Source: an optimization exercise on an open RTL-to-GDS flow (aim: small area, a short achievable clock period and few clock cycles per item). Production flows keep margins and buffers that such runs may drop.
Function was checked by simulation only, so behaviour that the tests miss may differ from the original.
Power figures rest on the tool's default switching activity, not on a simulated workload.

==> inputs of branch quartz <==
==> flow/design.v (excerpt) <==
module rv_alu_md #(
  parameter int unsigned XLEN = 32,
  parameter int unsigned SHW  = $clog2(XLEN)
) (
  input  logic            clk_in,
  input  logic            rst_in,
  input  logic            flush_in,
  input  logic            valid_in,
  output logic            ready_out,
  input  logic [XLEN-1:0] op_1_in,
  input  logic [XLEN-1:0] op_2_in,
  input  logic [2:0]      funct3_in,
  input  logic            funct7_5_in,
  input  logic            m_ext_in,
  output logic            valid_out,
  input  logic            ready_in,
  output logic [XLEN-1:0] result_out,
  output logic            busy_out
);
  localparam logic [1:0] XIdle = 2'd0, XHold = 2'd1, XMul = 2'd2, XDiv = 2'd3;
  localparam logic [63:0] MulK = 64'h0 - 64'h0000_0002_0000_0000 - 64'h0000_0008_0000_0000
                                 - 64'h0000_0020_0000_0000 - 64'h0000_0080_0000_0000
  ...
Settings: LEC_CHECK=0, CAP_MARGIN=30, CORE_MARGIN=2, CORE_UTILIZATION=40, PLACE_DENSITY=0.6, SETUP_SLACK_MARGIN=2.8, SLEW_MARGIN=30; clock period 7.0 ns.
run.sh (not shown) runs the stock make flow with config.mk's settings and CLKGATE_MAP_FILE= SYNTH_SCRIPT=/design/flow/synth_recipe.tcl, a recipe that flattens the netlist after the stock synthesis.
==> branch amber: changes against branch quartz <==
--- a/flow/design.v
+++ b/flow/design.v
@@ -29,17 +29,16 @@
   logic [1:0]  i_tm;        
   logic [5:0]  i_lsa, i_lsb;  
   logic [1:0]  x_st;
   logic        x_fin;       
   logic        x_mh;        
   logic        p_valid;
   logic [31:0] p_x, p_y;    
   logic        p_c, p_inv;
-  logic        p_slt, p_sltu;  
   logic        o_valid;
   logic [31:0] o_res;
   logic [63:0] acc_s, acc_c;
   logic [33:0] mcx;
   logic [32:0] mc;            
   assign mc = mcx[32:0];
   logic [31:0] mp;            
   logic [5:0]  bo, bt, bn;    
@@ -60,39 +59,41 @@
   assign x_free     = (x_st == XIdle) || (x_fin && p_free);
   assign ready_out  = !flush_in && (!i_valid || x_free);
   assign accept     = valid_in && ready_out;
   assign x_load     = i_valid && x_free;
   assign x_done     = (x_st != XIdle) && x_fin;
   assign x_move     = x_done && p_free;
   assign valid_out  = o_valid;
   assign result_out = o_res;
-  logic [33:0] p_sum;
-  logic        p_lt;
-  assign p_sum = {1'b0, p_x ^ {32{p_inv}}, 1'b1} + {1'b0, p_y, p_c};
-  assign p_lt  = p_slt ? ((p_x[31] ^ !p_y[31]) ? p_x[31] : p_sum[32]) : !p_sum[33];
+  logic [32:0] p_sum;
+  assign p_sum = {p_x ^ {32{p_inv}}, 1'b1} + {p_y, p_c};
   assign busy_out   = (i_valid || (x_st != XIdle) || p_valid) && !o_valid;
   logic [31:0] sh_in, sh_out, sh_rev, alu_x, alu_y;
-  logic        sub, sll, fill;
-  assign sub  = (i_f75 && (i_f3 == 3'b000)) || (i_f3[2:1] == 2'b01);
+  logic        sub, slt, ltu, sll, fill;
+  assign sub  = i_f75 && (i_f3 == 3'b000);
+  assign ltu  = i_a < i_b;
+  assign slt  = (i_a[31] ^ i_b[31]) ? i_a[31] : ltu;
   assign sll  = !i_f3[2];
   assign fill = i_f75 && i_a[31] && !sll;
   always_comb for (int i = 0; i < 32; i++) sh_in[i] = sll ? i_a[31-i] : i_a[i];
   logic signed [32:0] sh_t;
   assign sh_t   = $signed({fill, sh_in}) >>> i_b[4:0];
   assign sh_out = sh_t[31:0];
   always_comb for (int i = 0; i < 32; i++) sh_rev[i] = sh_out[31-i];
   always_comb begin
     alu_y = '0;
     case (i_f3)
-      3'b000, 3'b010, 3'b011: begin
+      3'b000: begin
         alu_x = i_a;
-        alu_y = i_b ^ {32{sub}};
+        alu_y = i_b ^ {32{sub}};    
       end
       3'b001:  alu_x = sh_rev;
+      3'b010:  alu_x = {31'b0, slt};
+      3'b011:  alu_x = {31'b0, ltu};
       3'b100:  alu_x = i_a ^ i_b;
       3'b101:  alu_x = sh_out;
       3'b110:  alu_x = i_a | i_b;
       default: alu_x = i_a & i_b;
     endcase
   end
   logic        ms_a, ms_b, swap;
   logic [32:0] va, vb;
@@ -245,32 +246,30 @@
   assign q2  = !df2[36] && df3[36];
   assign q1  = !df1[36] && df2[36];
   assign q0  = df1[36];
   assign qd  = {!df2[36], q3 || q1};
   assign r_n = ({32{q3}} & df3[31:0]) | ({32{q2}} & df2[31:0]) | ({32{q1}} & df1[31:0]) |
                ({32{q0}} & dr);
   assign q_n = {dq[29:0], qd};
   logic [31:0] n_x, n_y;
-  logic        d_neg, n_c, n_inv, n_slt, n_sltu;
+  logic        d_neg, n_c, n_inv;
   logic sel_mh, sel_hold, sel_mul, sel_dr, sel_dq;
   assign sel_mh   = x_mh;
   assign sel_hold = (x_st == XHold);
   assign sel_mul  = (x_st == XMul) && !x_mh;
   assign sel_dr   = (x_st == XDiv) && hi;
   assign sel_dq   = (x_st == XDiv) && !hi;
   assign d_neg    = hi ? rneg : qneg;
   assign n_x = ({32{sel_mh}} & acc_s[63:32]) | ({32{sel_hold}} & acc_s[31:0]) |
                ({32{sel_mul}} & acc_s_n[31:0]) | ({32{sel_dr}} & r_n) | ({32{sel_dq}} & q_n);
   assign n_y = ({32{sel_mh}} & acc_c[63:32]) | ({32{sel_hold}} & acc_c[31:0]) |
                ({32{sel_mul}} & acc_c_n[31:0]);
   assign n_c = (sel_mh && lo_sum[32]) || (sel_hold && acc_c[32]) || (x_st == XDiv && d_neg);
   assign n_inv = (x_st == XDiv) && d_neg;
-  assign n_slt  = sel_hold && acc_c[33];
-  assign n_sltu = sel_hold && acc_c[34];
   always_ff @(posedge clk_in or posedge rst_in) begin
     if (rst_in) begin
       i_valid <= 1'b0;
       x_st    <= XIdle;
       x_fin   <= 1'b0;
       x_mh    <= 1'b0;
       p_valid <= 1'b0;
       o_valid <= 1'b0;
@@ -328,24 +327,22 @@
       i_lsa      <= clz32(op_1_in ^ {32{p_a_neg}});
       i_lsb      <= clz32(op_2_in ^ {32{p_b_neg}});
     end
     if (x_move) begin
       p_x <= n_x;
       p_y <= n_y;
       p_c <= n_c;
       p_inv <= n_inv;
-      p_slt  <= n_slt;
-      p_sltu <= n_sltu;
     end
-    if (p_move) o_res <= (p_slt || p_sltu) ? {31'b0, p_lt} : p_sum[32:1];
+    if (p_move) o_res <= p_sum[32:1];
     if (x_load) begin
       if (!i_m) begin
         acc_s <= {32'b0, alu_x};
-        acc_c <= {29'b0, i_f3 == 3'b011, i_f3 == 3'b010, sub, alu_y};
+        acc_c <= {31'b0, sub, alu_y};
       end else if (!i_f3[2]) begin
         acc_s <= '0;
         acc_c <= '0;
       end else if (bz) begin
         acc_s <= {32'b0, i_f3[1] ? i_a : 32'hFFFF_FFFF};
         acc_c <= '0;
       end else begin
         acc_s <= {32'b0, a_mag};
Settings changed: CORE_UTILIZATION 40 to 45, PLACE_DENSITY 0.6 to 0.7.
==> comparison table <==
quantity	branch amber	branch quartz
Cell area after layout	57900 sq um	58300 sq um
Design Power	31.3 mW	33.1 mW
Part of the total power dissipated in the clock network	9.3%	7.7%
Global routing met2 resource utilization	65.9%	55.3%
Met3 GRT Util	10.6%	6.86%
Gate count of the mapped netlist	5658	5541
Multi-input gate count	4333	4252
Number of buffers added by the clock tree synthesis step	52	51
M1 wire length	88400 um	89500 um
Largest net degree at the start of global routing	90	71
Post-Synthesis Cell Area	49200 sq um	48900 sq um
Sequential area share after synthesis	24.1%	24.4%
Global routing met1 resource utilization	53.4%	47.1%
Result of the run	timing/DRC/antenna clean	timing/DRC/antenna clean
Testbench counts of branch quartz, summed over its fixed seeds: cycles 4,716, items 2,400.
Testbench counts of branch amber, summed over its fixed seeds: cycles 4,716, items 2,400.

==> static timing again, ports no longer ideal <==
No port has a modelled driver above. Below, the same layouts with a new extraction and two added sets of constraints.
Step 1 sets driving cells, clkbuf_16 on the clock port and buf_2 on the other inputs (assumed; they add their load-dependent delay and slew).
Step 2, shift: input delay + t, output delay - t, t = (earliest + latest rising clock arrival at the registers) / 2. This alone moves slack from input paths to output paths.
Slacks: ideal / step 1 / step 2; pairs: ideal / step 1.
run | t (ns) | slack for setup (ns) | worst setup path at the end | worst register clock-pin slew, ns | worst slew at a driven data input, ns
branch quartz | 0.720 | 2.539 / 2.539 / 2.115 | input to register | 0.07 / 0.07 | 0.06
branch amber | 0.750 | 2.567 / 2.567 / 2.319 | input to register | 0.07 / 0.07 | 0.06
After both steps setup and hold are still met in every run listed. The setup slack of branch quartz, which loses most, moves by 0.000 ns with the drivers and by -0.424 ns with both steps.
